Background: an optimization exercise with open tools, aiming at small area, a short achievable clock period and few clock cycles per item. Do not read the settings as production practice.
At most, simulation tests tie the RTL to the original design; equivalence was not proved.
The RTL of run 2 was laid out without a check of its function.
Power is estimated from default activity; no workload was simulated.

[design/flow/constraint.sdc]
create_clock -name core_clock -period 10.0 [get_ports {i_clk}]
set_input_delay 2.0000 -clock core_clock [delete_from_list [all_inputs] [get_ports {i_clk}]]
set_output_delay 2.0000 -clock core_clock [all_outputs]
set_load 0.01 [all_outputs]
[design/flow/config.mk]
export PLATFORM = sky130hd
export DESIGN_NAME = exu_alu
export DESIGN_NICKNAME = exu_alu
export VERILOG_FILES = /design/flow/design.v
export SDC_FILE = /design/flow/constraint.sdc
export NUM_CORES = 4
export LEC_CHECK = 0
export CAP_MARGIN = 20
export CORE_MARGIN = 2
export CORE_UTILIZATION = 40
export SETUP_SLACK_MARGIN = 4
export SLEW_MARGIN = 20
[design/flow/flow/run.sh]
#!/bin/bash
# ORFS layout as the standard.sh runs it, with two changes:
#  - the ports are buffered with buf_2 instead of the cell buffer_ports picks;
#  - synthesis maps logic with an area-oriented ABC script (flow/abc_map.script),
#    the rest of synthesis is synth_recipe.tcl unchanged.
set -euo pipefail
here=$(pwd)
export BUFFER_PORTS_ARGS="-buffer_cell sky130_fd_sc_hd__buf_2"
export OWN_ABC_SCRIPT="$here/flow/abc_map.script"
{
  cat <<'TCL'
proc abc {args} {
  set i [lsearch $args -script]
  if {$i >= 0} { lset args [expr {$i + 1}] $::env(OWN_ABC_SCRIPT) }
  yosys abc {*}$args
}
TCL
  cat synth_recipe.tcl
} > own_synth.tcl
sed "s#SYNTH_SCRIPT=[^ ]*#SYNTH_SCRIPT=$here/own_synth.tcl#" standard.sh > own_standard.sh
bash own_standard.sh > orfs_make.log 2>&1
[design/flow/flow/abc_map.script]
&get -n
&st
&dch
&nf -a
&put
topo
stime -c
[design/flow/standard.sh]
#!/bin/bash
# synth_recipe.tcl (not shown) runs the flow's synth.tcl, then flattens the netlist and writes it again
# the make line also repeats each setting of config.mk as NAME=value (left out here)
make -C /OpenROAD-flow-scripts/flow DESIGN_CONFIG=/design/flow/config.mk WORK_HOME=/design/flow/orfs CLKGATE_MAP_FILE= SYNTH_SCRIPT=/design/flow/synth_recipe.tcl "${@:-finish}"
[design/flow/design.v]
`default_nettype none
package exu_alu_pkg;
  typedef logic [32-1:0]        xlen_t;
  typedef logic [32-1:0]     pc_t;
  typedef logic [5-1:0] rfidx_t;
  typedef logic [2-1:0]   grp_t;
  typedef logic [4-1:0]    op_t;
  typedef logic [3:0]                  dpath_fn_t;
  typedef struct packed {
    xlen_t  rs1;
    xlen_t  rs2;
    xlen_t  imm;
    pc_t    pc;
    rfidx_t rdidx;
    logic   rdwen;
    logic   ilegl;    
    grp_t   grp;
    op_t    op;
  } exu_issue_t;
  typedef struct packed {
    xlen_t     op1;
    xlen_t     op2;
    dpath_fn_t fn;
  } dpath_req_t;
  typedef struct packed {
    xlen_t wdat;
    logic  err;
    logic  bjp;
    logic  prdt;     
    logic  rslv;     
  } unit_rsp_t;
  typedef struct packed {
    pc_t  pc;
    logic pc_vld;
    logic bjp;
    logic prdt;
    logic rslv;
    logic ilegl;
  } exu_cmt_t;
  typedef struct packed {
    xlen_t  wdat;
    rfidx_t rdidx;
  } exu_wbck_t;
  typedef enum logic [1:0] {
    MDV_IDLE,
    MDV_BUSY,
    MDV_DONE
  } mdv_state_e;
  function automatic integer clog2(input integer v);
    integer r;
    begin
      r = 0;
      while ((1 << r) < v) r = r + 1;
      clog2 = r;
    end
  endfunction
endpackage
`default_nettype wire
`timescale 1ns/100ps
`default_nettype none
module exu_alu_pfx #(
  parameter int N     = 32,
  parameter int STYLE = 0
) (
  input  wire logic [N-1:0] i_g,
  input  wire logic [N-1:0] i_p,
  output logic      [N-1:0] o_g
);
  localparam int L = exu_alu_pkg::clog2(N);
  if (STYLE == 1) begin : g_skl
    logic [N-1:0] gg [0:L];
    logic [N-1:0] pp [0:L];
    assign gg[0] = i_g;
    assign pp[0] = i_p;
    for (genvar l = 0; l < L; l++) begin : g_lvl
      for (genvar i = 0; i < N; i++) begin : g_bit
        if ((i >> l) & 1) begin : g_op
          localparam int J = ((i >> l) << l) - 1;
          assign gg[l+1][i] = gg[l][i] | (pp[l][i] & gg[l][J]);
          assign pp[l+1][i] = pp[l][i] & pp[l][J];
        end else begin : g_pass
          assign gg[l+1][i] = gg[l][i];
          assign pp[l+1][i] = pp[l][i];
        end
      end
    end
    assign o_g = gg[L];
  end else if (STYLE == 2) begin : g_ks
    logic [N-1:0] gg [0:L];
    logic [N-1:0] pp [0:L];
    assign gg[0] = i_g;
    assign pp[0] = i_p;
    for (genvar l = 0; l < L; l++) begin : g_lvl
      for (genvar i = 0; i < N; i++) begin : g_bit
        if (i >= (1 << l)) begin : g_op
          assign gg[l+1][i] = gg[l][i] | (pp[l][i] & gg[l][i-(1<<l)]);
          assign pp[l+1][i] = pp[l][i] & pp[l][i-(1<<l)];
        end else begin : g_pass
          assign gg[l+1][i] = gg[l][i];
          assign pp[l+1][i] = pp[l][i];
        end
      end
    end
    assign o_g = gg[L];
  end else begin : g_bk
    logic [N-1:0] gg [0:2*L-1];
    logic [N-1:0] pp [0:2*L-1];
    assign gg[0] = i_g;
    assign pp[0] = i_p;
    for (genvar l = 0; l < L; l++) begin : g_up
      for (genvar i = 0; i < N; i++) begin : g_bit
        if (((i + 1) % (2 << l)) == 0) begin : g_op
          assign gg[l+1][i] = gg[l][i] | (pp[l][i] & gg[l][i-(1<<l)]);
          assign pp[l+1][i] = pp[l][i] & pp[l][i-(1<<l)];
        end else begin : g_pass
          assign gg[l+1][i] = gg[l][i];
          assign pp[l+1][i] = pp[l][i];
        end
      end
    end
    for (genvar d = 0; d < L-1; d++) begin : g_dn
      localparam int S = 1 << (L - 2 - d);    
      for (genvar i = 0; i < N; i++) begin : g_bit
        if ((i >= 2*S) && (((i + 1) % (2*S)) == S)) begin : g_op
          assign gg[L+d+1][i] = gg[L+d][i] | (pp[L+d][i] & gg[L+d][i-S]);
          assign pp[L+d+1][i] = pp[L+d][i] & pp[L+d][i-S];
        end else begin : g_pass
          assign gg[L+d+1][i] = gg[L+d][i];
          assign pp[L+d+1][i] = pp[L+d][i];
        end
      end
    end
    assign o_g = gg[2*L-1];
  end
endmodule
`default_nettype wire
`timescale 1ns/100ps
`default_nettype none
module exu_alu_rglr (
  input  wire exu_alu_pkg::op_t        i_op,
  input  wire logic                    i_alu,      
  input  wire logic                    i_bjp,      
  input  wire exu_alu_pkg::xlen_t      i_rs1,
  input  wire exu_alu_pkg::xlen_t      i_rs2,
  input  wire exu_alu_pkg::xlen_t      i_imm,
  input  wire exu_alu_pkg::xlen_t      i_link,
  output exu_alu_pkg::xlen_t           o_res,      
  output logic                         o_taken     
);
  localparam int XL = 32;
  exu_alu_pkg::xlen_t op1, op2, b, p, g, c, sum, sr, sfill;
  logic               do_sub, lt, ltu, eq, cout, fill;
  logic [4:0]         shamt;
  exu_alu_pkg::xlen_t gc;
  assign op1 = i_rs1;
  assign op2 = i_op[3] ? i_imm : i_rs2;
  assign do_sub = i_bjp | (i_op[2:0] == 3'd1) | (i_op[3:1] == 3'b111);
  assign b      = op2 ^ {XL{do_sub}};
  assign p      = op1 ^ b;
  assign g      = op1 & b;
  exu_alu_pfx #(.N(XL), .STYLE(1)) u_pfx (
    .i_g({g[XL-1:1], g[0] | (p[0] & do_sub)}), .i_p(p), .o_g(gc)
  );
  assign c    = {gc[XL-2:0], do_sub};
  assign sum  = p ^ c;
  assign cout = gc[XL-1];
  assign ltu = ~cout;                                   
  assign lt  = (op1[XL-1] ^ op2[XL-1]) ? op1[XL-1] : sum[XL-1];
  assign eq  = &p;                                      
  logic               sll;
  exu_alu_pkg::xlen_t sx, op1_rev, sr_rev;
  assign sll   = (i_op[2:0] == 3'd5);
  assign shamt = op2[4:0];
  assign fill  = (i_op == 4'h7) & op1[XL-1];
  for (genvar i = 0; i < XL; i++) begin : g_rev
    assign op1_rev[i] = op1[XL-1-i];
    assign sr_rev[i]  = sr[XL-1-i];
  end
  assign sx    = sll ? op1_rev : op1;
  exu_alu_pkg::xlen_t st [0:5];
  assign st[0] = sx;
  for (genvar k = 0; k < 5; k++) begin : g_sh
    assign st[k+1] = shamt[k] ? {{(1<<k){fill}}, st[k][XL-1:(1<<k)]} : st[k];
  end
  assign sr = st[5];
  logic s_sum, s_p, s_g, s_sr, s_sl, s_op2, s_lt, s_ltu;
  always_comb begin
    {s_sum, s_p, s_g, s_sr, s_sl, s_op2, s_lt, s_ltu} = '0;
    if (i_alu) begin
      case (i_op)
        4'h2,  4'hA: s_p   = 1'b1;
        4'h3,   4'hB: begin s_p = 1'b1; s_g = 1'b1; end
        4'h4,  4'hC: s_g   = 1'b1;
        4'h5,  4'hD: s_sl  = 1'b1;
        4'h6,
        4'h7:        s_sr  = 1'b1;
        4'h9:        s_op2 = 1'b1;
        4'hE:        s_lt  = 1'b1;
        4'hF:       s_ltu = 1'b1;
        default:            s_sum = 1'b1;
      endcase
    end
  end
  assign o_res = ({XL{s_sum}} & sum)
               | ({XL{s_p}}   & p)
               | ({XL{s_g}}   & g)
               | ({XL{s_sr}}  & sr)
               | ({XL{s_sl}}  & sr_rev)
               | ({XL{s_op2}} & op2)
               | ({XL{i_bjp}} & i_link)
               | {{(XL-1){1'b0}}, (s_lt & lt) | (s_ltu & ltu)};
  always_comb begin
    case (i_op)
      4'h0:  o_taken =  eq;
      4'h1:  o_taken = ~eq;
      4'h2:  o_taken =  lt;
      4'h3:  o_taken = ~lt;
      4'h4: o_taken =  ltu;
      4'h5: o_taken = ~ltu;
      default:      o_taken = 1'b1;                    
    endcase
  end
endmodule
`default_nettype wire
`timescale 1ns/100ps
`default_nettype none
module exu_alu_bjp (
  input  wire exu_alu_pkg::pc_t        i_pc,
  output exu_alu_pkg::xlen_t           o_link
);
  localparam int W = 32 - 2;
  logic [W-1:0] hi, all1;
  assign hi = i_pc[32-1:2];
  exu_alu_pfx #(.N(W), .STYLE(1)) u_pfx (
    .i_g({W{1'b0}} | {{(W-1){1'b0}}, hi[0]}), .i_p(hi), .o_g(all1)
  );
  assign o_link = {hi ^ {all1[W-2:0], 1'b1}, i_pc[1:0]};
endmodule
`default_nettype wire
`timescale 1ns/100ps
`default_nettype none
module exu_alu_muldiv (
  input  wire logic                    i_clk,
  input  wire logic                    i_reset,
  input  wire logic                    i_start,    
  input  wire logic                    i_accept,   
  input  wire exu_alu_pkg::xlen_t      i_rs1,      
  input  wire exu_alu_pkg::xlen_t      i_rs2,
  output logic                         o_done,
  output exu_alu_pkg::xlen_t           o_res
);
  localparam int XL = 32;
  localparam int K  = 8;
  localparam int N  = XL / K;
  localparam int W  = exu_alu_pkg::clog2(N + 1);
  logic [W-1:0]       cnt;
  exu_alu_pkg::xlen_t acc_s, acc_c;             
  exu_alu_pkg::xlen_t in_s, in_c, s, c, p, g, gc;
  logic [XL:0]        rs2x;
  logic [K:0]         dig;
  assign o_done = (cnt == W'(N));
  assign rs2x = {i_rs2, 1'b0};
  assign dig  = rs2x[(N-1-cnt)*K +: K+1];
  assign in_s = (cnt == '0) ? '0 : acc_s;
  assign in_c = (cnt == '0) ? '0 : acc_c;
  exu_alu_mulstep u_step (.i_rs1, .i_acc_s(in_s), .i_acc_c(in_c), .i_dig(dig), .o_s(s), .o_c(c));
  always_ff @(posedge i_clk) begin
    if (i_reset | i_accept) cnt <= '0;
    else if (i_start & ~o_done) cnt <= cnt + 1'b1;
  end
  always_ff @(posedge i_clk) begin
    if (~o_done) begin
      acc_s <= s;
      acc_c <= c;
    end
  end
  assign p = acc_s ^ acc_c;
  assign g = acc_s & acc_c;
  exu_alu_pfx #(.N(XL), .STYLE(0)) u_pfx (.i_g(g), .i_p(p), .o_g(gc));
  assign o_res = p ^ {gc[XL-2:0], 1'b0};
endmodule
module exu_alu_mulstep (
  input  wire logic [31:0] i_rs1,
  input  wire logic [31:0] i_acc_s,
  input  wire logic [31:0] i_acc_c,
  input  wire logic [8:0] i_dig,
  output logic      [31:0] o_s,
  output logic      [31:0] o_c
);
  logic b_one1;
  logic b_two2;
  logic b_neg3;
  logic pp4;
  logic pp5;
  logic pp6;
  logic pp7;
  logic pp8;
  logic pp9;
  logic pp10;
  logic pp11;
  logic pp12;
  logic pp13;
  logic pp14;
  logic pp15;
  logic pp16;
  logic pp17;
  logic pp18;
  logic pp19;
  logic pp20;
  logic pp21;
  logic pp22;
  logic pp23;
  logic pp24;
  logic pp25;
  logic pp26;
  logic pp27;
  logic pp28;
  logic pp29;
  logic pp30;
  logic pp31;
  logic pp32;
  logic pp33;
  logic pp34;
  logic pp35;
  logic b_one36;
  logic b_two37;
  logic b_neg38;
  logic pp39;
  logic pp40;
  logic pp41;
  logic pp42;
  logic pp43;
  logic pp44;
  logic pp45;
  logic pp46;
  logic pp47;
  logic pp48;
  logic pp49;
  logic pp50;
  logic pp51;
  logic pp52;
  logic pp53;
  logic pp54;
  logic pp55;
  logic pp56;
  logic pp57;
  logic pp58;
  logic pp59;
  logic pp60;
  logic pp61;
  logic pp62;
  logic pp63;
  logic pp64;
  logic pp65;
  logic pp66;
  logic pp67;
  logic pp68;
  logic b_one69;
  logic b_two70;
  logic b_neg71;
  logic pp72;
  logic pp73;
  logic pp74;
  logic pp75;
  logic pp76;
  logic pp77;
  logic pp78;
  logic pp79;
  logic pp80;
  logic pp81;
  logic pp82;
  logic pp83;
  logic pp84;
  logic pp85;
  logic pp86;
  logic pp87;
  logic pp88;
  logic pp89;
  logic pp90;
  logic pp91;
  logic pp92;
  logic pp93;
  logic pp94;
  logic pp95;
  logic pp96;
  logic pp97;
  logic pp98;
  logic pp99;
  logic b_one100;
  logic b_two101;
  logic b_neg102;
  logic pp103;
  logic pp104;
  logic pp105;
  logic pp106;
  logic pp107;
  logic pp108;
  logic pp109;
  logic pp110;
  logic pp111;
  logic pp112;
  logic pp113;
  logic pp114;
  logic pp115;
  logic pp116;
  logic pp117;
  logic pp118;
  logic pp119;
  logic pp120;
  logic pp121;
  logic pp122;
  logic pp123;
  logic pp124;
  logic pp125;
  logic pp126;
  logic pp127;
  logic pp128;
  logic hs129;
  logic hc130;
  logic hs131;
  logic hc132;
  logic fs133;
  logic fc134;
  logic hs135;
  logic hc136;
  logic fs137;
  logic fc138;
  logic fs139;
  logic fc140;
  logic fs141;
  logic fc142;
  logic fs143;
  logic fc144;
  logic fs145;
  logic fc146;
  logic fs147;
  logic fc148;
  logic fs149;
  logic fc150;
  logic fs151;
  logic fc152;
  logic fs153;
  logic fc154;
  logic fs155;
  logic fc156;
  logic fs157;
  logic fc158;
  logic fs159;
  logic fc160;
  logic fs161;
  logic fc162;
  logic fs163;
  logic fc164;
  logic fs165;
  logic fc166;
  logic fs167;
  logic fc168;
  logic fs169;
  logic fc170;
  logic fs171;
  logic fc172;
  logic fs173;
  logic fc174;
  logic fs175;
  logic fc176;
  logic fs177;
  logic fc178;
  logic fs179;
  logic fc180;
  logic fs181;
  logic fc182;
  logic fs183;
  logic fc184;
  logic fs185;
  logic fc186;
  logic fs187;
  logic fc188;
  logic fs189;
  logic fc190;
  logic fs191;
  logic fc192;
  logic fs193;
  logic fc194;
  logic fs195;
  logic fc196;
  logic fs197;
  logic fc198;
  logic fs199;
  logic fc200;
  logic fs201;
  logic fc202;
  logic fs203;
  logic fc204;
  logic fs205;
  logic fc206;
  logic fs207;
  logic fc208;
  logic fs209;
  logic fc210;
  logic fs211;
  logic fc212;
  logic fs213;
  logic fc214;
  logic fs215;
  logic fc216;
  logic fs217;
  logic fc218;
  logic fs219;
  logic fc220;
  logic fs221;
  logic fc222;
  logic fs223;
  logic fc224;
  logic fs225;
  logic fc226;
  logic fs227;
  logic fc228;
  logic hs229;
  logic hc230;
  logic hs231;
  logic hc232;
  logic fs233;
  logic fc234;
  logic fs235;
  logic fc236;
  logic fs237;
  logic fc238;
  logic fs239;
  logic fc240;
  logic fs241;
  logic fc242;
  logic fs243;
  logic fc244;
  logic fs245;
  logic fc246;
  logic fs247;
  logic fc248;
  logic fs249;
  logic fc250;
  logic fs251;
  logic fc252;
  logic fs253;
  logic fc254;
  logic fs255;
  logic fc256;
  logic fs257;
  logic fc258;
  logic fs259;
  logic fc260;
  logic fs261;
  logic fc262;
  logic fs263;
  logic fc264;
  logic fs265;
  logic fc266;
  logic fs267;
  logic fc268;
  logic fs269;
  logic fc270;
  logic fs271;
  logic fc272;
  logic fs273;
  logic fc274;
  logic fs275;
  logic fc276;
  logic fs277;
  logic fc278;
  logic fs279;
  logic fc280;
  logic fs281;
  logic fc282;
  logic fs283;
  logic fc284;
  logic hs285;
  logic hc286;
  logic hs287;
  logic hc288;
  logic fs289;
  logic fc290;
  logic fs291;
  logic fc292;
  logic fs293;
  logic fc294;
  logic fs295;
  logic fc296;
  logic fs297;
  logic fc298;
  logic fs299;
  logic fc300;
  logic fs301;
  logic fc302;
  logic fs303;
  logic fc304;
  logic fs305;
  logic fc306;
  logic fs307;
  logic fc308;
  logic fs309;
  logic fc310;
  logic fs311;
  logic fc312;
  logic fs313;
  logic fc314;
  logic fs315;
  logic fc316;
  logic fs317;
  logic fc318;
  logic fs319;
  logic fc320;
  logic fs321;
  logic fc322;
  logic fs323;
  logic fc324;
  logic fs325;
  logic fc326;
  logic fs327;
  logic fc328;
  logic fs329;
  logic fc330;
  logic fs331;
  logic fc332;
  logic fs333;
  logic fc334;
  logic fs335;
  logic fc336;
  logic fs337;
  logic fc338;
  logic fs339;
  logic fc340;
  logic fs341;
  logic fc342;
  logic fs343;
  logic fc344;
  assign b_one1 = i_dig[1] ^ i_dig[0];
  assign b_two2 = (i_dig[2] & ~i_dig[1] & ~i_dig[0]) | (~i_dig[2] & i_dig[1] & i_dig[0]);
  assign b_neg3 = i_dig[2];
  assign pp4 = (b_one1 & i_rs1[0]) ^ b_neg3;
  assign pp5 = ((b_one1 & i_rs1[1]) | (b_two2 & i_rs1[0])) ^ b_neg3;
  assign pp6 = ((b_one1 & i_rs1[2]) | (b_two2 & i_rs1[1])) ^ b_neg3;
  assign pp7 = ((b_one1 & i_rs1[3]) | (b_two2 & i_rs1[2])) ^ b_neg3;
  assign pp8 = ((b_one1 & i_rs1[4]) | (b_two2 & i_rs1[3])) ^ b_neg3;
  assign pp9 = ((b_one1 & i_rs1[5]) | (b_two2 & i_rs1[4])) ^ b_neg3;
  assign pp10 = ((b_one1 & i_rs1[6]) | (b_two2 & i_rs1[5])) ^ b_neg3;
  assign pp11 = ((b_one1 & i_rs1[7]) | (b_two2 & i_rs1[6])) ^ b_neg3;
  assign pp12 = ((b_one1 & i_rs1[8]) | (b_two2 & i_rs1[7])) ^ b_neg3;
  assign pp13 = ((b_one1 & i_rs1[9]) | (b_two2 & i_rs1[8])) ^ b_neg3;
  assign pp14 = ((b_one1 & i_rs1[10]) | (b_two2 & i_rs1[9])) ^ b_neg3;
  assign pp15 = ((b_one1 & i_rs1[11]) | (b_two2 & i_rs1[10])) ^ b_neg3;
  assign pp16 = ((b_one1 & i_rs1[12]) | (b_two2 & i_rs1[11])) ^ b_neg3;
  assign pp17 = ((b_one1 & i_rs1[13]) | (b_two2 & i_rs1[12])) ^ b_neg3;
  assign pp18 = ((b_one1 & i_rs1[14]) | (b_two2 & i_rs1[13])) ^ b_neg3;
  assign pp19 = ((b_one1 & i_rs1[15]) | (b_two2 & i_rs1[14])) ^ b_neg3;
  assign pp20 = ((b_one1 & i_rs1[16]) | (b_two2 & i_rs1[15])) ^ b_neg3;
  assign pp21 = ((b_one1 & i_rs1[17]) | (b_two2 & i_rs1[16])) ^ b_neg3;
  assign pp22 = ((b_one1 & i_rs1[18]) | (b_two2 & i_rs1[17])) ^ b_neg3;
  assign pp23 = ((b_one1 & i_rs1[19]) | (b_two2 & i_rs1[18])) ^ b_neg3;
  assign pp24 = ((b_one1 & i_rs1[20]) | (b_two2 & i_rs1[19])) ^ b_neg3;
  assign pp25 = ((b_one1 & i_rs1[21]) | (b_two2 & i_rs1[20])) ^ b_neg3;
  assign pp26 = ((b_one1 & i_rs1[22]) | (b_two2 & i_rs1[21])) ^ b_neg3;
  assign pp27 = ((b_one1 & i_rs1[23]) | (b_two2 & i_rs1[22])) ^ b_neg3;
  assign pp28 = ((b_one1 & i_rs1[24]) | (b_two2 & i_rs1[23])) ^ b_neg3;
  assign pp29 = ((b_one1 & i_rs1[25]) | (b_two2 & i_rs1[24])) ^ b_neg3;
  assign pp30 = ((b_one1 & i_rs1[26]) | (b_two2 & i_rs1[25])) ^ b_neg3;
  assign pp31 = ((b_one1 & i_rs1[27]) | (b_two2 & i_rs1[26])) ^ b_neg3;
  assign pp32 = ((b_one1 & i_rs1[28]) | (b_two2 & i_rs1[27])) ^ b_neg3;
  assign pp33 = ((b_one1 & i_rs1[29]) | (b_two2 & i_rs1[28])) ^ b_neg3;
  assign pp34 = ((b_one1 & i_rs1[30]) | (b_two2 & i_rs1[29])) ^ b_neg3;
  assign pp35 = ((b_one1 & i_rs1[31]) | (b_two2 & i_rs1[30])) ^ b_neg3;
  assign b_one36 = i_dig[3] ^ i_dig[2];
  assign b_two37 = (i_dig[4] & ~i_dig[3] & ~i_dig[2]) | (~i_dig[4] & i_dig[3] & i_dig[2]);
  assign b_neg38 = i_dig[4];
  assign pp39 = (b_one36 & i_rs1[0]) ^ b_neg38;
  assign pp40 = ((b_one36 & i_rs1[1]) | (b_two37 & i_rs1[0])) ^ b_neg38;
  assign pp41 = ((b_one36 & i_rs1[2]) | (b_two37 & i_rs1[1])) ^ b_neg38;
  assign pp42 = ((b_one36 & i_rs1[3]) | (b_two37 & i_rs1[2])) ^ b_neg38;
  assign pp43 = ((b_one36 & i_rs1[4]) | (b_two37 & i_rs1[3])) ^ b_neg38;
  assign pp44 = ((b_one36 & i_rs1[5]) | (b_two37 & i_rs1[4])) ^ b_neg38;
  assign pp45 = ((b_one36 & i_rs1[6]) | (b_two37 & i_rs1[5])) ^ b_neg38;
  assign pp46 = ((b_one36 & i_rs1[7]) | (b_two37 & i_rs1[6])) ^ b_neg38;
  assign pp47 = ((b_one36 & i_rs1[8]) | (b_two37 & i_rs1[7])) ^ b_neg38;
  assign pp48 = ((b_one36 & i_rs1[9]) | (b_two37 & i_rs1[8])) ^ b_neg38;
  assign pp49 = ((b_one36 & i_rs1[10]) | (b_two37 & i_rs1[9])) ^ b_neg38;
  assign pp50 = ((b_one36 & i_rs1[11]) | (b_two37 & i_rs1[10])) ^ b_neg38;
  assign pp51 = ((b_one36 & i_rs1[12]) | (b_two37 & i_rs1[11])) ^ b_neg38;
  assign pp52 = ((b_one36 & i_rs1[13]) | (b_two37 & i_rs1[12])) ^ b_neg38;
  assign pp53 = ((b_one36 & i_rs1[14]) | (b_two37 & i_rs1[13])) ^ b_neg38;
  assign pp54 = ((b_one36 & i_rs1[15]) | (b_two37 & i_rs1[14])) ^ b_neg38;
  assign pp55 = ((b_one36 & i_rs1[16]) | (b_two37 & i_rs1[15])) ^ b_neg38;
  assign pp56 = ((b_one36 & i_rs1[17]) | (b_two37 & i_rs1[16])) ^ b_neg38;
  assign pp57 = ((b_one36 & i_rs1[18]) | (b_two37 & i_rs1[17])) ^ b_neg38;
  assign pp58 = ((b_one36 & i_rs1[19]) | (b_two37 & i_rs1[18])) ^ b_neg38;
  assign pp59 = ((b_one36 & i_rs1[20]) | (b_two37 & i_rs1[19])) ^ b_neg38;
  assign pp60 = ((b_one36 & i_rs1[21]) | (b_two37 & i_rs1[20])) ^ b_neg38;
  assign pp61 = ((b_one36 & i_rs1[22]) | (b_two37 & i_rs1[21])) ^ b_neg38;
  assign pp62 = ((b_one36 & i_rs1[23]) | (b_two37 & i_rs1[22])) ^ b_neg38;
  assign pp63 = ((b_one36 & i_rs1[24]) | (b_two37 & i_rs1[23])) ^ b_neg38;
  assign pp64 = ((b_one36 & i_rs1[25]) | (b_two37 & i_rs1[24])) ^ b_neg38;
  assign pp65 = ((b_one36 & i_rs1[26]) | (b_two37 & i_rs1[25])) ^ b_neg38;
  assign pp66 = ((b_one36 & i_rs1[27]) | (b_two37 & i_rs1[26])) ^ b_neg38;
  assign pp67 = ((b_one36 & i_rs1[28]) | (b_two37 & i_rs1[27])) ^ b_neg38;
  assign pp68 = ((b_one36 & i_rs1[29]) | (b_two37 & i_rs1[28])) ^ b_neg38;
  assign b_one69 = i_dig[5] ^ i_dig[4];
  assign b_two70 = (i_dig[6] & ~i_dig[5] & ~i_dig[4]) | (~i_dig[6] & i_dig[5] & i_dig[4]);
  assign b_neg71 = i_dig[6];
  assign pp72 = (b_one69 & i_rs1[0]) ^ b_neg71;
  assign pp73 = ((b_one69 & i_rs1[1]) | (b_two70 & i_rs1[0])) ^ b_neg71;
  assign pp74 = ((b_one69 & i_rs1[2]) | (b_two70 & i_rs1[1])) ^ b_neg71;
  assign pp75 = ((b_one69 & i_rs1[3]) | (b_two70 & i_rs1[2])) ^ b_neg71;
  assign pp76 = ((b_one69 & i_rs1[4]) | (b_two70 & i_rs1[3])) ^ b_neg71;
  assign pp77 = ((b_one69 & i_rs1[5]) | (b_two70 & i_rs1[4])) ^ b_neg71;
  assign pp78 = ((b_one69 & i_rs1[6]) | (b_two70 & i_rs1[5])) ^ b_neg71;
  assign pp79 = ((b_one69 & i_rs1[7]) | (b_two70 & i_rs1[6])) ^ b_neg71;
  assign pp80 = ((b_one69 & i_rs1[8]) | (b_two70 & i_rs1[7])) ^ b_neg71;
  assign pp81 = ((b_one69 & i_rs1[9]) | (b_two70 & i_rs1[8])) ^ b_neg71;
  assign pp82 = ((b_one69 & i_rs1[10]) | (b_two70 & i_rs1[9])) ^ b_neg71;
  assign pp83 = ((b_one69 & i_rs1[11]) | (b_two70 & i_rs1[10])) ^ b_neg71;
  assign pp84 = ((b_one69 & i_rs1[12]) | (b_two70 & i_rs1[11])) ^ b_neg71;
  assign pp85 = ((b_one69 & i_rs1[13]) | (b_two70 & i_rs1[12])) ^ b_neg71;
  assign pp86 = ((b_one69 & i_rs1[14]) | (b_two70 & i_rs1[13])) ^ b_neg71;
  assign pp87 = ((b_one69 & i_rs1[15]) | (b_two70 & i_rs1[14])) ^ b_neg71;
  assign pp88 = ((b_one69 & i_rs1[16]) | (b_two70 & i_rs1[15])) ^ b_neg71;
  assign pp89 = ((b_one69 & i_rs1[17]) | (b_two70 & i_rs1[16])) ^ b_neg71;
  assign pp90 = ((b_one69 & i_rs1[18]) | (b_two70 & i_rs1[17])) ^ b_neg71;
  assign pp91 = ((b_one69 & i_rs1[19]) | (b_two70 & i_rs1[18])) ^ b_neg71;
  assign pp92 = ((b_one69 & i_rs1[20]) | (b_two70 & i_rs1[19])) ^ b_neg71;
  assign pp93 = ((b_one69 & i_rs1[21]) | (b_two70 & i_rs1[20])) ^ b_neg71;
  assign pp94 = ((b_one69 & i_rs1[22]) | (b_two70 & i_rs1[21])) ^ b_neg71;
  assign pp95 = ((b_one69 & i_rs1[23]) | (b_two70 & i_rs1[22])) ^ b_neg71;
  assign pp96 = ((b_one69 & i_rs1[24]) | (b_two70 & i_rs1[23])) ^ b_neg71;
  assign pp97 = ((b_one69 & i_rs1[25]) | (b_two70 & i_rs1[24])) ^ b_neg71;
  assign pp98 = ((b_one69 & i_rs1[26]) | (b_two70 & i_rs1[25])) ^ b_neg71;
  assign pp99 = ((b_one69 & i_rs1[27]) | (b_two70 & i_rs1[26])) ^ b_neg71;
  assign b_one100 = i_dig[7] ^ i_dig[6];
  assign b_two101 = (i_dig[8] & ~i_dig[7] & ~i_dig[6]) | (~i_dig[8] & i_dig[7] & i_dig[6]);
  assign b_neg102 = i_dig[8];
  assign pp103 = (b_one100 & i_rs1[0]) ^ b_neg102;
  assign pp104 = ((b_one100 & i_rs1[1]) | (b_two101 & i_rs1[0])) ^ b_neg102;
  assign pp105 = ((b_one100 & i_rs1[2]) | (b_two101 & i_rs1[1])) ^ b_neg102;
  assign pp106 = ((b_one100 & i_rs1[3]) | (b_two101 & i_rs1[2])) ^ b_neg102;
  assign pp107 = ((b_one100 & i_rs1[4]) | (b_two101 & i_rs1[3])) ^ b_neg102;
  assign pp108 = ((b_one100 & i_rs1[5]) | (b_two101 & i_rs1[4])) ^ b_neg102;
  assign pp109 = ((b_one100 & i_rs1[6]) | (b_two101 & i_rs1[5])) ^ b_neg102;
  assign pp110 = ((b_one100 & i_rs1[7]) | (b_two101 & i_rs1[6])) ^ b_neg102;
  assign pp111 = ((b_one100 & i_rs1[8]) | (b_two101 & i_rs1[7])) ^ b_neg102;
  assign pp112 = ((b_one100 & i_rs1[9]) | (b_two101 & i_rs1[8])) ^ b_neg102;
  assign pp113 = ((b_one100 & i_rs1[10]) | (b_two101 & i_rs1[9])) ^ b_neg102;
  assign pp114 = ((b_one100 & i_rs1[11]) | (b_two101 & i_rs1[10])) ^ b_neg102;
  assign pp115 = ((b_one100 & i_rs1[12]) | (b_two101 & i_rs1[11])) ^ b_neg102;
  assign pp116 = ((b_one100 & i_rs1[13]) | (b_two101 & i_rs1[12])) ^ b_neg102;
  assign pp117 = ((b_one100 & i_rs1[14]) | (b_two101 & i_rs1[13])) ^ b_neg102;
  assign pp118 = ((b_one100 & i_rs1[15]) | (b_two101 & i_rs1[14])) ^ b_neg102;
  assign pp119 = ((b_one100 & i_rs1[16]) | (b_two101 & i_rs1[15])) ^ b_neg102;
  assign pp120 = ((b_one100 & i_rs1[17]) | (b_two101 & i_rs1[16])) ^ b_neg102;
  assign pp121 = ((b_one100 & i_rs1[18]) | (b_two101 & i_rs1[17])) ^ b_neg102;
  assign pp122 = ((b_one100 & i_rs1[19]) | (b_two101 & i_rs1[18])) ^ b_neg102;
  assign pp123 = ((b_one100 & i_rs1[20]) | (b_two101 & i_rs1[19])) ^ b_neg102;
  assign pp124 = ((b_one100 & i_rs1[21]) | (b_two101 & i_rs1[20])) ^ b_neg102;
  assign pp125 = ((b_one100 & i_rs1[22]) | (b_two101 & i_rs1[21])) ^ b_neg102;
  assign pp126 = ((b_one100 & i_rs1[23]) | (b_two101 & i_rs1[22])) ^ b_neg102;
  assign pp127 = ((b_one100 & i_rs1[24]) | (b_two101 & i_rs1[23])) ^ b_neg102;
  assign pp128 = ((b_one100 & i_rs1[25]) | (b_two101 & i_rs1[24])) ^ b_neg102;
  assign hs129 = pp10 ^ pp43;
  assign hc130 = pp10 & pp43;
  assign hs131 = pp11 ^ pp44;
  assign hc132 = pp11 & pp44;
  assign fs133 = pp12 ^ pp45 ^ pp76;
  assign fc134 = (pp12 & pp45) | (pp12 & pp76) | (pp45 & pp76);
  assign hs135 = pp105 ^ i_acc_s[0];
  assign hc136 = pp105 & i_acc_s[0];
  assign fs137 = pp13 ^ pp46 ^ pp77;
  assign fc138 = (pp13 & pp46) | (pp13 & pp77) | (pp46 & pp77);
  assign fs139 = pp106 ^ i_acc_s[1] ^ i_acc_c[1];
  assign fc140 = (pp106 & i_acc_s[1]) | (pp106 & i_acc_c[1]) | (i_acc_s[1] & i_acc_c[1]);
  assign fs141 = pp14 ^ pp47 ^ pp78;
  assign fc142 = (pp14 & pp47) | (pp14 & pp78) | (pp47 & pp78);
  assign fs143 = pp107 ^ i_acc_s[2] ^ i_acc_c[2];
  assign fc144 = (pp107 & i_acc_s[2]) | (pp107 & i_acc_c[2]) | (i_acc_s[2] & i_acc_c[2]);
  assign fs145 = pp15 ^ pp48 ^ pp79;
  assign fc146 = (pp15 & pp48) | (pp15 & pp79) | (pp48 & pp79);
  assign fs147 = pp108 ^ i_acc_s[3] ^ i_acc_c[3];
  assign fc148 = (pp108 & i_acc_s[3]) | (pp108 & i_acc_c[3]) | (i_acc_s[3] & i_acc_c[3]);
  assign fs149 = pp16 ^ pp49 ^ pp80;
  assign fc150 = (pp16 & pp49) | (pp16 & pp80) | (pp49 & pp80);
  assign fs151 = pp109 ^ i_acc_s[4] ^ i_acc_c[4];
  assign fc152 = (pp109 & i_acc_s[4]) | (pp109 & i_acc_c[4]) | (i_acc_s[4] & i_acc_c[4]);
  assign fs153 = pp17 ^ pp50 ^ pp81;
  assign fc154 = (pp17 & pp50) | (pp17 & pp81) | (pp50 & pp81);
  assign fs155 = pp110 ^ i_acc_s[5] ^ i_acc_c[5];
  assign fc156 = (pp110 & i_acc_s[5]) | (pp110 & i_acc_c[5]) | (i_acc_s[5] & i_acc_c[5]);
  assign fs157 = pp18 ^ pp51 ^ pp82;
  assign fc158 = (pp18 & pp51) | (pp18 & pp82) | (pp51 & pp82);
  assign fs159 = pp111 ^ i_acc_s[6] ^ i_acc_c[6];
  assign fc160 = (pp111 & i_acc_s[6]) | (pp111 & i_acc_c[6]) | (i_acc_s[6] & i_acc_c[6]);
  assign fs161 = pp19 ^ pp52 ^ pp83;
  assign fc162 = (pp19 & pp52) | (pp19 & pp83) | (pp52 & pp83);
  assign fs163 = pp112 ^ i_acc_s[7] ^ i_acc_c[7];
  assign fc164 = (pp112 & i_acc_s[7]) | (pp112 & i_acc_c[7]) | (i_acc_s[7] & i_acc_c[7]);
  assign fs165 = pp20 ^ pp53 ^ pp84;
  assign fc166 = (pp20 & pp53) | (pp20 & pp84) | (pp53 & pp84);
  assign fs167 = pp113 ^ i_acc_s[8] ^ i_acc_c[8];
  assign fc168 = (pp113 & i_acc_s[8]) | (pp113 & i_acc_c[8]) | (i_acc_s[8] & i_acc_c[8]);
  assign fs169 = pp21 ^ pp54 ^ pp85;
  assign fc170 = (pp21 & pp54) | (pp21 & pp85) | (pp54 & pp85);
  assign fs171 = pp114 ^ i_acc_s[9] ^ i_acc_c[9];
  assign fc172 = (pp114 & i_acc_s[9]) | (pp114 & i_acc_c[9]) | (i_acc_s[9] & i_acc_c[9]);
  assign fs173 = pp22 ^ pp55 ^ pp86;
  assign fc174 = (pp22 & pp55) | (pp22 & pp86) | (pp55 & pp86);
  assign fs175 = pp115 ^ i_acc_s[10] ^ i_acc_c[10];
  assign fc176 = (pp115 & i_acc_s[10]) | (pp115 & i_acc_c[10]) | (i_acc_s[10] & i_acc_c[10]);
  assign fs177 = pp23 ^ pp56 ^ pp87;
  assign fc178 = (pp23 & pp56) | (pp23 & pp87) | (pp56 & pp87);
  assign fs179 = pp116 ^ i_acc_s[11] ^ i_acc_c[11];
  assign fc180 = (pp116 & i_acc_s[11]) | (pp116 & i_acc_c[11]) | (i_acc_s[11] & i_acc_c[11]);
  assign fs181 = pp24 ^ pp57 ^ pp88;
  assign fc182 = (pp24 & pp57) | (pp24 & pp88) | (pp57 & pp88);
  assign fs183 = pp117 ^ i_acc_s[12] ^ i_acc_c[12];
  assign fc184 = (pp117 & i_acc_s[12]) | (pp117 & i_acc_c[12]) | (i_acc_s[12] & i_acc_c[12]);
  assign fs185 = pp25 ^ pp58 ^ pp89;
  assign fc186 = (pp25 & pp58) | (pp25 & pp89) | (pp58 & pp89);
  assign fs187 = pp118 ^ i_acc_s[13] ^ i_acc_c[13];
  assign fc188 = (pp118 & i_acc_s[13]) | (pp118 & i_acc_c[13]) | (i_acc_s[13] & i_acc_c[13]);
  assign fs189 = pp26 ^ pp59 ^ pp90;
  assign fc190 = (pp26 & pp59) | (pp26 & pp90) | (pp59 & pp90);
  assign fs191 = pp119 ^ i_acc_s[14] ^ i_acc_c[14];
  assign fc192 = (pp119 & i_acc_s[14]) | (pp119 & i_acc_c[14]) | (i_acc_s[14] & i_acc_c[14]);
  assign fs193 = pp27 ^ pp60 ^ pp91;
  assign fc194 = (pp27 & pp60) | (pp27 & pp91) | (pp60 & pp91);
  assign fs195 = pp120 ^ i_acc_s[15] ^ i_acc_c[15];
  assign fc196 = (pp120 & i_acc_s[15]) | (pp120 & i_acc_c[15]) | (i_acc_s[15] & i_acc_c[15]);
  assign fs197 = pp28 ^ pp61 ^ pp92;
  assign fc198 = (pp28 & pp61) | (pp28 & pp92) | (pp61 & pp92);
  assign fs199 = pp121 ^ i_acc_s[16] ^ i_acc_c[16];
  assign fc200 = (pp121 & i_acc_s[16]) | (pp121 & i_acc_c[16]) | (i_acc_s[16] & i_acc_c[16]);
  assign fs201 = pp29 ^ pp62 ^ pp93;
  assign fc202 = (pp29 & pp62) | (pp29 & pp93) | (pp62 & pp93);
  assign fs203 = pp122 ^ i_acc_s[17] ^ i_acc_c[17];
  assign fc204 = (pp122 & i_acc_s[17]) | (pp122 & i_acc_c[17]) | (i_acc_s[17] & i_acc_c[17]);
  assign fs205 = pp30 ^ pp63 ^ pp94;
  assign fc206 = (pp30 & pp63) | (pp30 & pp94) | (pp63 & pp94);
  assign fs207 = pp123 ^ i_acc_s[18] ^ i_acc_c[18];
  assign fc208 = (pp123 & i_acc_s[18]) | (pp123 & i_acc_c[18]) | (i_acc_s[18] & i_acc_c[18]);
  assign fs209 = pp31 ^ pp64 ^ pp95;
  assign fc210 = (pp31 & pp64) | (pp31 & pp95) | (pp64 & pp95);
  assign fs211 = pp124 ^ i_acc_s[19] ^ i_acc_c[19];
  assign fc212 = (pp124 & i_acc_s[19]) | (pp124 & i_acc_c[19]) | (i_acc_s[19] & i_acc_c[19]);
  assign fs213 = pp32 ^ pp65 ^ pp96;
  assign fc214 = (pp32 & pp65) | (pp32 & pp96) | (pp65 & pp96);
  assign fs215 = pp125 ^ i_acc_s[20] ^ i_acc_c[20];
  assign fc216 = (pp125 & i_acc_s[20]) | (pp125 & i_acc_c[20]) | (i_acc_s[20] & i_acc_c[20]);
  assign fs217 = pp33 ^ pp66 ^ pp97;
  assign fc218 = (pp33 & pp66) | (pp33 & pp97) | (pp66 & pp97);
  assign fs219 = pp126 ^ i_acc_s[21] ^ i_acc_c[21];
  assign fc220 = (pp126 & i_acc_s[21]) | (pp126 & i_acc_c[21]) | (i_acc_s[21] & i_acc_c[21]);
  assign fs221 = pp34 ^ pp67 ^ pp98;
  assign fc222 = (pp34 & pp67) | (pp34 & pp98) | (pp67 & pp98);
  assign fs223 = pp127 ^ i_acc_s[22] ^ i_acc_c[22];
  assign fc224 = (pp127 & i_acc_s[22]) | (pp127 & i_acc_c[22]) | (i_acc_s[22] & i_acc_c[22]);
  assign fs225 = pp35 ^ pp68 ^ pp99;
  assign fc226 = (pp35 & pp68) | (pp35 & pp99) | (pp68 & pp99);
  assign fs227 = pp128 ^ i_acc_s[23] ^ i_acc_c[23];
  assign fc228 = (pp128 & i_acc_s[23]) | (pp128 & i_acc_c[23]) | (i_acc_s[23] & i_acc_c[23]);
  assign hs229 = pp8 ^ pp41;
  assign hc230 = pp8 & pp41;
  assign hs231 = pp9 ^ pp42;
  assign hc232 = pp9 & pp42;
  assign fs233 = pp74 ^ pp103 ^ b_neg102;
  assign fc234 = (pp74 & pp103) | (pp74 & b_neg102) | (pp103 & b_neg102);
  assign fs235 = pp75 ^ pp104 ^ hs131;
  assign fc236 = (pp75 & pp104) | (pp75 & hs131) | (pp104 & hs131);
  assign fs237 = i_acc_c[0] ^ fs133 ^ hs135;
  assign fc238 = (i_acc_c[0] & fs133) | (i_acc_c[0] & hs135) | (fs133 & hs135);
  assign fs239 = fs137 ^ fs139 ^ fc134;
  assign fc240 = (fs137 & fs139) | (fs137 & fc134) | (fs139 & fc134);
  assign fs241 = fs141 ^ fs143 ^ fc138;
  assign fc242 = (fs141 & fs143) | (fs141 & fc138) | (fs143 & fc138);
  assign fs243 = fs145 ^ fs147 ^ fc142;
  assign fc244 = (fs145 & fs147) | (fs145 & fc142) | (fs147 & fc142);
  assign fs245 = fs149 ^ fs151 ^ fc146;
  assign fc246 = (fs149 & fs151) | (fs149 & fc146) | (fs151 & fc146);
  assign fs247 = fs153 ^ fs155 ^ fc150;
  assign fc248 = (fs153 & fs155) | (fs153 & fc150) | (fs155 & fc150);
  assign fs249 = fs157 ^ fs159 ^ fc154;
  assign fc250 = (fs157 & fs159) | (fs157 & fc154) | (fs159 & fc154);
  assign fs251 = fs161 ^ fs163 ^ fc158;
  assign fc252 = (fs161 & fs163) | (fs161 & fc158) | (fs163 & fc158);
  assign fs253 = fs165 ^ fs167 ^ fc162;
  assign fc254 = (fs165 & fs167) | (fs165 & fc162) | (fs167 & fc162);
  assign fs255 = fs169 ^ fs171 ^ fc166;
  assign fc256 = (fs169 & fs171) | (fs169 & fc166) | (fs171 & fc166);
  assign fs257 = fs173 ^ fs175 ^ fc170;
  assign fc258 = (fs173 & fs175) | (fs173 & fc170) | (fs175 & fc170);
  assign fs259 = fs177 ^ fs179 ^ fc174;
  assign fc260 = (fs177 & fs179) | (fs177 & fc174) | (fs179 & fc174);
  assign fs261 = fs181 ^ fs183 ^ fc178;
  assign fc262 = (fs181 & fs183) | (fs181 & fc178) | (fs183 & fc178);
  assign fs263 = fs185 ^ fs187 ^ fc182;
  assign fc264 = (fs185 & fs187) | (fs185 & fc182) | (fs187 & fc182);
  assign fs265 = fs189 ^ fs191 ^ fc186;
  assign fc266 = (fs189 & fs191) | (fs189 & fc186) | (fs191 & fc186);
  assign fs267 = fs193 ^ fs195 ^ fc190;
  assign fc268 = (fs193 & fs195) | (fs193 & fc190) | (fs195 & fc190);
  assign fs269 = fs197 ^ fs199 ^ fc194;
  assign fc270 = (fs197 & fs199) | (fs197 & fc194) | (fs199 & fc194);
  assign fs271 = fs201 ^ fs203 ^ fc198;
  assign fc272 = (fs201 & fs203) | (fs201 & fc198) | (fs203 & fc198);
  assign fs273 = fs205 ^ fs207 ^ fc202;
  assign fc274 = (fs205 & fs207) | (fs205 & fc202) | (fs207 & fc202);
  assign fs275 = fs209 ^ fs211 ^ fc206;
  assign fc276 = (fs209 & fs211) | (fs209 & fc206) | (fs211 & fc206);
  assign fs277 = fs213 ^ fs215 ^ fc210;
  assign fc278 = (fs213 & fs215) | (fs213 & fc210) | (fs215 & fc210);
  assign fs279 = fs217 ^ fs219 ^ fc214;
  assign fc280 = (fs217 & fs219) | (fs217 & fc214) | (fs219 & fc214);
  assign fs281 = fs221 ^ fs223 ^ fc218;
  assign fc282 = (fs221 & fs223) | (fs221 & fc218) | (fs223 & fc218);
  assign fs283 = fs225 ^ fs227 ^ fc222;
  assign fc284 = (fs225 & fs227) | (fs225 & fc222) | (fs227 & fc222);
  assign hs285 = pp6 ^ pp39;
  assign hc286 = pp6 & pp39;
  assign hs287 = pp7 ^ pp40;
  assign hc288 = pp7 & pp40;
  assign fs289 = pp72 ^ b_neg71 ^ hs229;
  assign fc290 = (pp72 & b_neg71) | (pp72 & hs229) | (b_neg71 & hs229);
  assign fs291 = pp73 ^ hs231 ^ hc230;
  assign fc292 = (pp73 & hs231) | (pp73 & hc230) | (hs231 & hc230);
  assign fs293 = hs129 ^ fs233 ^ hc232;
  assign fc294 = (hs129 & fs233) | (hs129 & hc232) | (fs233 & hc232);
  assign fs295 = hc130 ^ fs235 ^ fc234;
  assign fc296 = (hc130 & fs235) | (hc130 & fc234) | (fs235 & fc234);
  assign fs297 = hc132 ^ fs237 ^ fc236;
  assign fc298 = (hc132 & fs237) | (hc132 & fc236) | (fs237 & fc236);
  assign fs299 = hc136 ^ fs239 ^ fc238;
  assign fc300 = (hc136 & fs239) | (hc136 & fc238) | (fs239 & fc238);
  assign fs301 = fc140 ^ fs241 ^ fc240;
  assign fc302 = (fc140 & fs241) | (fc140 & fc240) | (fs241 & fc240);
  assign fs303 = fc144 ^ fs243 ^ fc242;
  assign fc304 = (fc144 & fs243) | (fc144 & fc242) | (fs243 & fc242);
  assign fs305 = fc148 ^ fs245 ^ fc244;
  assign fc306 = (fc148 & fs245) | (fc148 & fc244) | (fs245 & fc244);
  assign fs307 = fc152 ^ fs247 ^ fc246;
  assign fc308 = (fc152 & fs247) | (fc152 & fc246) | (fs247 & fc246);
  assign fs309 = fc156 ^ fs249 ^ fc248;
  assign fc310 = (fc156 & fs249) | (fc156 & fc248) | (fs249 & fc248);
  assign fs311 = fc160 ^ fs251 ^ fc250;
  assign fc312 = (fc160 & fs251) | (fc160 & fc250) | (fs251 & fc250);
  assign fs313 = fc164 ^ fs253 ^ fc252;
  assign fc314 = (fc164 & fs253) | (fc164 & fc252) | (fs253 & fc252);
  assign fs315 = fc168 ^ fs255 ^ fc254;
  assign fc316 = (fc168 & fs255) | (fc168 & fc254) | (fs255 & fc254);
  assign fs317 = fc172 ^ fs257 ^ fc256;
  assign fc318 = (fc172 & fs257) | (fc172 & fc256) | (fs257 & fc256);
  assign fs319 = fc176 ^ fs259 ^ fc258;
  assign fc320 = (fc176 & fs259) | (fc176 & fc258) | (fs259 & fc258);
  assign fs321 = fc180 ^ fs261 ^ fc260;
  assign fc322 = (fc180 & fs261) | (fc180 & fc260) | (fs261 & fc260);
  assign fs323 = fc184 ^ fs263 ^ fc262;
  assign fc324 = (fc184 & fs263) | (fc184 & fc262) | (fs263 & fc262);
  assign fs325 = fc188 ^ fs265 ^ fc264;
  assign fc326 = (fc188 & fs265) | (fc188 & fc264) | (fs265 & fc264);
  assign fs327 = fc192 ^ fs267 ^ fc266;
  assign fc328 = (fc192 & fs267) | (fc192 & fc266) | (fs267 & fc266);
  assign fs329 = fc196 ^ fs269 ^ fc268;
  assign fc330 = (fc196 & fs269) | (fc196 & fc268) | (fs269 & fc268);
  assign fs331 = fc200 ^ fs271 ^ fc270;
  assign fc332 = (fc200 & fs271) | (fc200 & fc270) | (fs271 & fc270);
  assign fs333 = fc204 ^ fs273 ^ fc272;
  assign fc334 = (fc204 & fs273) | (fc204 & fc272) | (fs273 & fc272);
  assign fs335 = fc208 ^ fs275 ^ fc274;
  assign fc336 = (fc208 & fs275) | (fc208 & fc274) | (fs275 & fc274);
  assign fs337 = fc212 ^ fs277 ^ fc276;
  assign fc338 = (fc212 & fs277) | (fc212 & fc276) | (fs277 & fc276);
  assign fs339 = fc216 ^ fs279 ^ fc278;
  assign fc340 = (fc216 & fs279) | (fc216 & fc278) | (fs279 & fc278);
  assign fs341 = fc220 ^ fs281 ^ fc280;
  assign fc342 = (fc220 & fs281) | (fc220 & fc280) | (fs281 & fc280);
  assign fs343 = fc224 ^ fs283 ^ fc282;
  assign fc344 = (fc224 & fs283) | (fc224 & fc282) | (fs283 & fc282);
  assign o_s[0] = pp4;
  assign o_c[0] = b_neg3;
  assign o_s[1] = pp5;
  assign o_c[1] = 1'b0;
  assign o_s[2] = b_neg38;
  assign o_c[2] = hs285;
  assign o_s[3] = hs287;
  assign o_c[3] = hc286;
  assign o_s[4] = fs289;
  assign o_c[4] = hc288;
  assign o_s[5] = fs291;
  assign o_c[5] = fc290;
  assign o_s[6] = fs293;
  assign o_c[6] = fc292;
  assign o_s[7] = fs295;
  assign o_c[7] = fc294;
  assign o_s[8] = fs297;
  assign o_c[8] = fc296;
  assign o_s[9] = fs299;
  assign o_c[9] = fc298;
  assign o_s[10] = fs301;
  assign o_c[10] = fc300;
  assign o_s[11] = fs303;
  assign o_c[11] = fc302;
  assign o_s[12] = fs305;
  assign o_c[12] = fc304;
  assign o_s[13] = fs307;
  assign o_c[13] = fc306;
  assign o_s[14] = fs309;
  assign o_c[14] = fc308;
  assign o_s[15] = fs311;
  assign o_c[15] = fc310;
  assign o_s[16] = fs313;
  assign o_c[16] = fc312;
  assign o_s[17] = fs315;
  assign o_c[17] = fc314;
  assign o_s[18] = fs317;
  assign o_c[18] = fc316;
  assign o_s[19] = fs319;
  assign o_c[19] = fc318;
  assign o_s[20] = fs321;
  assign o_c[20] = fc320;
  assign o_s[21] = fs323;
  assign o_c[21] = fc322;
  assign o_s[22] = fs325;
  assign o_c[22] = fc324;
  assign o_s[23] = fs327;
  assign o_c[23] = fc326;
  assign o_s[24] = fs329;
  assign o_c[24] = fc328;
  assign o_s[25] = fs331;
  assign o_c[25] = fc330;
  assign o_s[26] = fs333;
  assign o_c[26] = fc332;
  assign o_s[27] = fs335;
  assign o_c[27] = fc334;
  assign o_s[28] = fs337;
  assign o_c[28] = fc336;
  assign o_s[29] = fs339;
  assign o_c[29] = fc338;
  assign o_s[30] = fs341;
  assign o_c[30] = fc340;
  assign o_s[31] = fs343;
  assign o_c[31] = fc342;
endmodule
`default_nettype wire
`timescale 1ns/100ps
`default_nettype none
module exu_alu (
  input  wire logic                    i_clk,
  input  wire logic                    i_reset,
  input  wire logic                    i_valid,
  output logic                         o_ready,
  input  wire exu_alu_pkg::exu_issue_t i_issue,
  output logic                         o_cmt_valid,
  input  wire logic                    i_cmt_ready,
  output exu_alu_pkg::exu_cmt_t        o_cmt,
  output logic                         o_wbck_valid,
  input  wire logic                    i_wbck_ready,
  output exu_alu_pkg::exu_wbck_t       o_wbck
);
  logic               is_alu, is_bjp, is_mul;
  logic               done, need_wbck, accept;
  logic               mul_done, taken;
  exu_alu_pkg::xlen_t alu_res, link, mul_res;
  assign is_alu = ~i_issue.ilegl & ~i_issue.grp[1] & ~i_issue.grp[0];
  assign is_bjp = ~i_issue.ilegl & ~i_issue.grp[1] &  i_issue.grp[0];
  assign is_mul = ~i_issue.ilegl &  i_issue.grp[1];
  exu_alu_rglr u_rglr (
    .i_op(i_issue.op), .i_alu(is_alu), .i_bjp(is_bjp), .i_link(link), .i_rs1(i_issue.rs1), .i_rs2(i_issue.rs2), .i_imm(i_issue.imm),
    .o_res(alu_res), .o_taken(taken)
  );
  exu_alu_bjp u_bjp (
    .i_pc(i_issue.pc), .o_link(link)
  );
  exu_alu_muldiv u_muldiv (
    .i_clk, .i_reset,
    .i_start(i_valid & is_mul), .i_accept(accept),
    .i_rs1(i_issue.rs1), .i_rs2(i_issue.rs2),
    .o_done(mul_done), .o_res(mul_res)
  );
  assign done      = ~is_mul | mul_done;
  assign need_wbck = i_issue.rdwen & ~i_issue.ilegl;
  assign o_ready   = done & i_cmt_ready & (~need_wbck | i_wbck_ready);
  assign accept    = i_valid & o_ready;
  assign o_cmt_valid  = i_valid & done & (~need_wbck | i_wbck_ready);
  assign o_wbck_valid = i_valid & done & need_wbck & i_cmt_ready;
  assign o_cmt.pc     = i_issue.pc;
  assign o_cmt.pc_vld = 1'b1;
  assign o_cmt.bjp    = is_bjp;
  assign o_cmt.prdt   = is_bjp & i_issue.imm[32-1];
  assign o_cmt.rslv   = is_bjp & taken;
  assign o_cmt.ilegl  = i_issue.ilegl;
  assign o_wbck.wdat  = alu_res | ({32{is_mul}} & mul_res);
  assign o_wbck.rdidx = i_issue.rdidx;
endmodule
`default_nettype wire
==> results of run 1 <==
[per-stage QoR]
stage | power [uW] | std cells | utilization, %
after floorplan | 2170 | 1559 | -
after global routing | 3960 | 2323 | 51.4
after global placement | 3010 | 2209 | 45.7
after detailed placement | 3050 | 2209 | 45.7
after CTS | 3540 | 2299 | 50.2
final | 3690 | 2323 | 51.4
[registers in the layout (all words and copies together), names as in the netlist]
signal,cells
u_muldiv.cnt,3
u_muldiv.acc_c,31
u_muldiv.acc_s,32
[power by group through the flow]
stage	registers (uW)	clock network [uW]	logic (uW)
detailed placement	624	0	2430
global route	635	324	3000
finish	624	310	2750
CTS	620	309	2610
floorplan	584	0	1590
global placement	625	0	2380
[metal layers]
layer  global-route usage, %  vias to the layer above  part of all wire, %
met5                       0                        -                    0
met4                    18.4                        0                  6.2
met3                    6.12                      201                  9.9
met2                    55.9                     1050                   45
met1                    46.5                     7449                   39
li1                        -                     6444                    -
[cell usage after synthesis (12+ instances only)]
library cell  count  area share [%]
xnor2_1         143             8.9
a22oi_1         125             6.7
mux2i_1         118             8.4
fa_1            114              16
clkinv_1         98             2.6
nand2_1          94             2.5
a21oi_1          89             3.2
o21ai_0          78             2.8
ha_1             77             6.8
nor2_1           67             1.8
edfxtp_1         63              13
and2_0           53             2.4
xor2_1           49             3.0
buf_4            40             2.1
nand3_1          35             1.2
o211ai_1         33             1.8
nor3_1           20            0.71
a21o_1           19             1.0
nand4_1          18            0.80
a211oi_1         16            0.85
nor2b_1          15            0.67
or3_1            15            0.67
a222oi_1         12            0.85
a31oi_1          12            0.53
o22ai_1          12            0.53
[critical path, cell delays in order]
cell,delay [ns]
buf_12,0.10
nor2b_4,0.12
nor2b_4,0.13
nor3_4,0.25
buf_6,0.14
buf_12,0.13
xor2_2,0.15
ha_1,0.27
a21o_1,0.19
a21o_1,0.17
a211o_4,0.34
buf_4,0.14
a21o_4,0.24
clkinv_8,0.08
buf_4,0.10
buf_4,0.09
nor3_1,0.05
or3_1,0.31
a31oi_1,0.23
nand3_1,0.12
buf_2,0.17
[cell type report]
| class | instances | area, um^2 |
|---|---|---|
| multi-input cells | 1361 | 12400 |
| repair buffers | 328 | 2240 |
| clock inverters | 5 | 46.3 |
| inverters | 98 | 394 |
| clock buffers | 10 | 229 |
| well taps | 455 | 569 |
| flip-flops and latches | 66 | 1950 |
| fillers | 3269 | 16800 |
[path summary, 6_finish.rpt]
path                                      from                      endpoint  slack [ns]  cells past startpoint
setup / recovery                    i_issue[0]                    o_wbck[31]        2.47                     21
hold / removal    u_muldiv.cnt[1]$_SDFFE_PP0P_  u_muldiv.cnt[1]$_SDFFE_PP0P_        0.84                      2
setup reg to reg  u_muldiv.cnt[0]$_SDFFE_PP0P_  u_muldiv.acc_s[31]$_DFFE_PP_        4.98                     16
hold reg to reg   u_muldiv.cnt[1]$_SDFFE_PP0P_  u_muldiv.cnt[1]$_SDFFE_PP0P_        0.84                      2
[what timing repair did]
item,CTS,global route
hold endpoints to repair,0,0
buffers inserted,66,23
resized for setup,148,43
pin swaps,74,39
gates cloned,9,1
setup endpoints to repair,80,67
[cell families (layout without fill, tap and decap cells)]
| group | after synthesis | in the layout |
|---|---|---|
| XOR/XNOR | 192 | 194 |
| adder cells (fa/ha/maj) | 191 | 191 |
| buffers and inverters | 138 | 441 |
| AO/OA/AOI/OAI | 473 | 473 |
| AND/OR/NAND/NOR | 362 | 366 |
| multiplexers | 136 | 136 |
| other | 1 | 1 |
| flip-flops | 66 | 66 |
==> summary.txt, run 1 <==
GRT
  • Vias in the first global route: 14300
  • Total track usage: between 30% and 40%
  • Grt ovf: 0
  • Largest net degree at the start of global routing: 66
  • Initial antenna violation count: 0
  • First-pass GRT wire length: 94.6 mm

Setup path
  • Required @ worst endpoint: about 8.0 ns
  • Crit Path Max Fanout: 8
  • Worst EP arrival: ~5.5 ns
  • Critical path class: input pin to output port
  • Worst setup SP type: input pin
  • CP Capture Type: output port

Finish
  • Highest-count cells in the layout ignoring fill and taps: buf_2, xnor2_1, a22oi_1
  • Commonest non-fill, non-tap cell in the layout: buf_2
  • Area Growth Syn to Fin: 26.4%
  • Layout net count: 2201
  • Share of layout cells above drive strength 1: between 20% and 30%
  • N_diodes: 0
  • Finished Cell Area: about 0.018 mm^2

Logic synthesis
  • Post-synth EDFFs: between 60 and 70
  • Post-Synth Adder-Cell Area: between 20% and 30%
  • XOR/XNOR Fraction of Synth Area: 11.9%
  • Post-Synth Simple-Gate Area: a little over an eighth
  • Compound-Gate Fraction of Synth Area: a little under a quarter
  • Register bit total from synthesis: 66
  • Main combinational cell family by area after synthesis: adder cells
  • YS warnings: 12
  • Syn_area_per_cell: between 9 and 10 um^2
  • Sequential cell area fraction in the yosys report: around 14%
  • Syn Nets: between 1500 and 2000
  • Post-synth ARST share: 0%
  • Syn Std Cell Area: ~0.014 mm^2
  • Ys flop type: edfxtp_1
  • Synth unique cells: a little over 60
  • Synth Instances: ~1600
  • Multiplexer share of the synthesized area: 10.5%

Floorplan
  • Io pins: approximately 220
  • Die area: 0.0367 mm^2
  • Initial Util: between 40% and 50%
  • DIE WIDTH: 192 um
  • Core ar.: approximately 0.035 mm^2
  • Row cnt: between 60 and 70
  • Die Ht: between 150 and 200 um

Detailed routing
  • Vias/cell: between 6 and 7
  • Drt wl/cell: between 20 and 30 um
  • DRC Markers: 0
  • WL final: between 60 and 70 mm
  • Initial drt markers: 1692
  • Via count: around 15000
  • DRT Pass-1 Iters: 6
  • DRT antenna net count: 0

Placement
  • Pre-CTS setup slack: ~1.6 ns
  • Dpl hpwl: around 46 mm
  • Port bufs: ~210
  • Placement-stage cell area: 0.0158 mm^2
  • Final Wtd Congestion: 0.979

Timing
  • Final period util: between 70% and 80%
  • Worst Skew: 0.00845 ns
  • Setup TNS: 0 ns
  • Worst Hold Slack: 0.842 ns
  • Worst Tran Pin Value: roughly 1.2 ns
  • Max Clk Rate: 133 MHz
  • Slew margin rel.: 22.5%
  • Fin worst setup slack: 2.47 ns
  • Final hold vios: 0
  • Final Max Tran Viols: 0
  • Final min period: roughly 7.5 ns
  • RSZ-0062 raised after global routing: yes
  • Final setup fails: 0

CTS
  • CTS tree: done
  • Cts bufs inserted: 9
  • Clk sinks: between 60 and 70
  • H-tree levels: 3
  • Root Buffer: clkbuf_16
  • Clock-pin slew on the worst setup and hold paths: 0.06 ns
  • Post-CTS Hold Fix Bufs: 0
  • CTS max path bufs: 2
  • Clk Latency, worst-skew pair: roughly 0.34 ns

Pwr
  • Sw frac: between 40% and 50%
  • Internal: between 1500 and 2000 uW
  • Combinational share of power: between 70% and 80%
  • Cell leakage power: between 0.007 and 0.008 uW
  • Switching pwr: approximately 1800 uW
  • Peak supply drop: between 0.1 and 0.15 mV
  • Seq pwr share: between 10% and 20%
  • Clock share of power: 8.4%
  • P per Cell Area: slightly above 200 mW/mm^2

Min path
  • HP Class: flop to flop

Status
  • Status: complete, no violations

Flow run
  • Max cap viols: 0
Testbench counts, summed over its fixed seeds: cycles 5,236, items 3,200.
==> run 2: changes to the inputs <==
--- a/design/flow/design.v
+++ b/design/flow/design.v
@@ -48,10 +48,2 @@
   } mdv_state_e;
-  function automatic integer clog2(input integer v);
-    integer r;
-    begin
-      r = 0;
-      while ((1 << r) < v) r = r + 1;
-      clog2 = r;
-    end
-  endfunction
 endpackage
@@ -68,3 +60,3 @@
 );
-  localparam int L = exu_alu_pkg::clog2(N);
+  localparam int L = $clog2(N);
   if (STYLE == 1) begin : g_skl
@@ -254,3 +246,3 @@
   localparam int N  = XL / K;
-  localparam int W  = exu_alu_pkg::clog2(N + 1);
+  localparam int W  = $clog2(N + 1);
   logic [W-1:0]       cnt;
==> run 2 against run 1 <==
  * Utilization is the same
  * Maximum frequency is the same
  * Via count is the same
  * Cell count is the same
  * Register-to-register slack is essentially flat
  * Die area is the same
  * Critical path depth is the same
  * Combinational power is essentially flat
  * Power is the same
  * Clock skew is the same
  * Largest cell class unchanged
  * Highest routed layer unchanged
==> summary.txt, run 2 <==
Finish
  • Largest reg by FF count: u_muldiv.acc_s
  • Layout fillers: 3269 (unchanged)
  • Commonest non-fill, non-tap cell in the layout: buf_2
  • Storage cell area: 0.00195 mm^2 (unchanged)
  • Final Util: 51.4% (unchanged)
  • N_diodes: 0 (unchanged)
  • Highest-count cells in the layout ignoring fill and taps: buf_2, xnor2_1, a22oi_1

Flow run
  • Max cap viols: 0 (unchanged)

CTS
  • H-tree levels: 3 (unchanged)
  • Post-CTS Hold Fix Bufs: 0 (unchanged)
  • Clock-pin slew on the worst setup and hold paths: 0.06 ns (about the same)
  • Clk sinks: 66 (unchanged)

Min path
  • HP Class: flop to flop

Timing
  • Slew margin rel.: 22.5% (unchanged)
  • Setup TNS: 0 ns (unchanged)
  • Max Clk Rate: 133 MHz (unchanged)
  • Final min period: 7.53 ns (unchanged)
  • Final period util: 75.3% (unchanged)
  • Final Max Tran Viols: 0 (unchanged)
  • Worst Tran Pin Value: 1.16 ns (unchanged)

Pwr
  • Cell leakage power: 0.00710 uW (unchanged)
  • P per Cell Area: 207 mW/mm^2 (unchanged)
  • Peak supply drop: 0.109 mV (unchanged)

Floorplan
  • Die Ht: 192 um (unchanged)
  • Die area: 0.0367 mm^2 (unchanged)
  • Core ar.: 0.0346 mm^2 (unchanged)
  • Io pins: 223 (unchanged)
  • DIE WIDTH: 192 um (unchanged)

Setup path
  • Worst path cell trace: buf_12 > nor2b_4 > nor2b_4 > nor3_4 > buf_6 > buf_12 > xor2_2 > ha_1 > a21o_1 > a21o_1 > a211o_4 > buf_4 > a21o_4 > clkinv_8 > buf_4 > buf_4 > nor3_1 > or3_1 > a31oi_1 > nand3_1 > buf_2
  • Worst EP arrival: 5.53 ns (about the same)
  • Worst path most repeated cell: buf_4
  • Worst setup SP type: input pin

Logic synthesis
  • Synth unique cells: 61 (unchanged)
  • Sequential cell area fraction in the yosys report: 13.9% (unchanged)
  • Top-count cell post-synth: xnor2_1
  • Register bit total from synthesis: 66 (unchanged)
  • YS warnings: 12 (unchanged)
  • Post-Synth Adder-Cell Area: 23.1% (unchanged)
  • Compound-Gate Fraction of Synth Area: 22.8% (unchanged)
  • Syn_area_per_cell: 9.03 um^2 (unchanged)
  • Synth Instances: 1559 (unchanged)

GRT
  • Total track usage: 35.4% (unchanged)
  • Largest net degree at the start of global routing: 66 (unchanged)
  • Initial antenna violation count: 0 (unchanged)
  • First-pass GRT wire length: 94.6 mm (unchanged)

Placement
  • Dpl hpwl: 46.5 mm (unchanged)
  • Port bufs: 211 (unchanged)

Detailed routing
  • DRT antenna net count: 0 (unchanged)

Status
  • Status: complete, no violations
[run 2: cell counts in the layout (fill, tap and decap cells not counted)]
No cell type changed its count.
[run 2: what timing repair did]
action                     CTS  global route
resized for setup          148            43
pin swaps                   74            39
hold endpoints to repair     0             0
setup endpoints to repair   80            67
setup buffers               66            23
cloned                       9             1
[run 2: cell families after synthesis]
group           count (synthesis)
compound gates                473
xor+xnor                      192
fa+ha+maj                     191
buf+inv                       138
flops                          66
mux                           136
other cells                     1
simple gates                  362
[run 2: critical path: cells and delay by family]
kind                       cells  cell delay, ns
and+or+nand+nor                6            0.98
adders and majority gates      1            0.27
AOI/OAI and AO/OA              5            1.17
buffers and inverters          8            0.95
xor gates and xnor gates       1            0.15
[run 2: worst paths after layout]
check,slack [ns],to,start
setup / recovery,2.47,o_wbck[31],i_issue[0]
hold / removal,0.84,u_muldiv.cnt[1]$_SDFFE_PP0P_,u_muldiv.cnt[1]$_SDFFE_PP0P_
hold reg to reg,0.84,u_muldiv.cnt[1]$_SDFFE_PP0P_,u_muldiv.cnt[1]$_SDFFE_PP0P_
setup reg to reg,4.98,u_muldiv.acc_s[31]$_DFFE_PP_,u_muldiv.cnt[0]$_SDFFE_PP0P_
[run 2: final cells by class]
type                            instances  area share, %
Clock buffer                           10           1.29
Inverter                               98           2.21
Multi-Input combinational cell       1361           69.5
Clock inverter                          5          0.260
Tap cell                              455           3.20
Sequential cell                        66           11.0
Timing Repair Buffer                  328           12.6
[run 2: power by group]
part | switching [uW] | leakage [uW] | internal (uW)
Clock | 122 | 0.000135 | 189
Sequential | 97.1 | 0.000716 | 527
Combinational | 1620 | 0.00625 | 1130
Total | 1840 | 0.00710 | 1850
[run 2: per-layer routing]
| layer | global-route usage [%] | up-vias | share of wire (%) |
|---|---|---|---|
| met1 | 46.5 | 7449 | 39 |
| met3 | 6.12 | 201 | 9.9 |
| met2 | 55.9 | 1050 | 45 |
| li1 | - | 6444 | - |
| met4 | 18.4 | 0 | 6.2 |
| met5 | 0 | - | 0 |
[run 2: metrics by stage]
step,hold WS (ns),power [uW],setup slack [ns],std cells,cell area (um^2)
floorplan,0.643,2170,2.23,1559,14300
global placement,0.811,3010,1.68,2209,15800
detailed placement,0.828,3050,1.59,2209,15800
CTS,0.835,3540,2.62,2299,17400
global route,0.898,3960,2.39,2323,17800
finish,0.842,3690,2.47,2323,17800

Check on run 2: ideal ports give 2.466 ns setup slack; a clkbuf_16 on the clock port and buf_2 on the inputs give 2.320 ns; moving port delays by the midpoint clock arrival (0.383 ns) as well gives 2.320 ns.
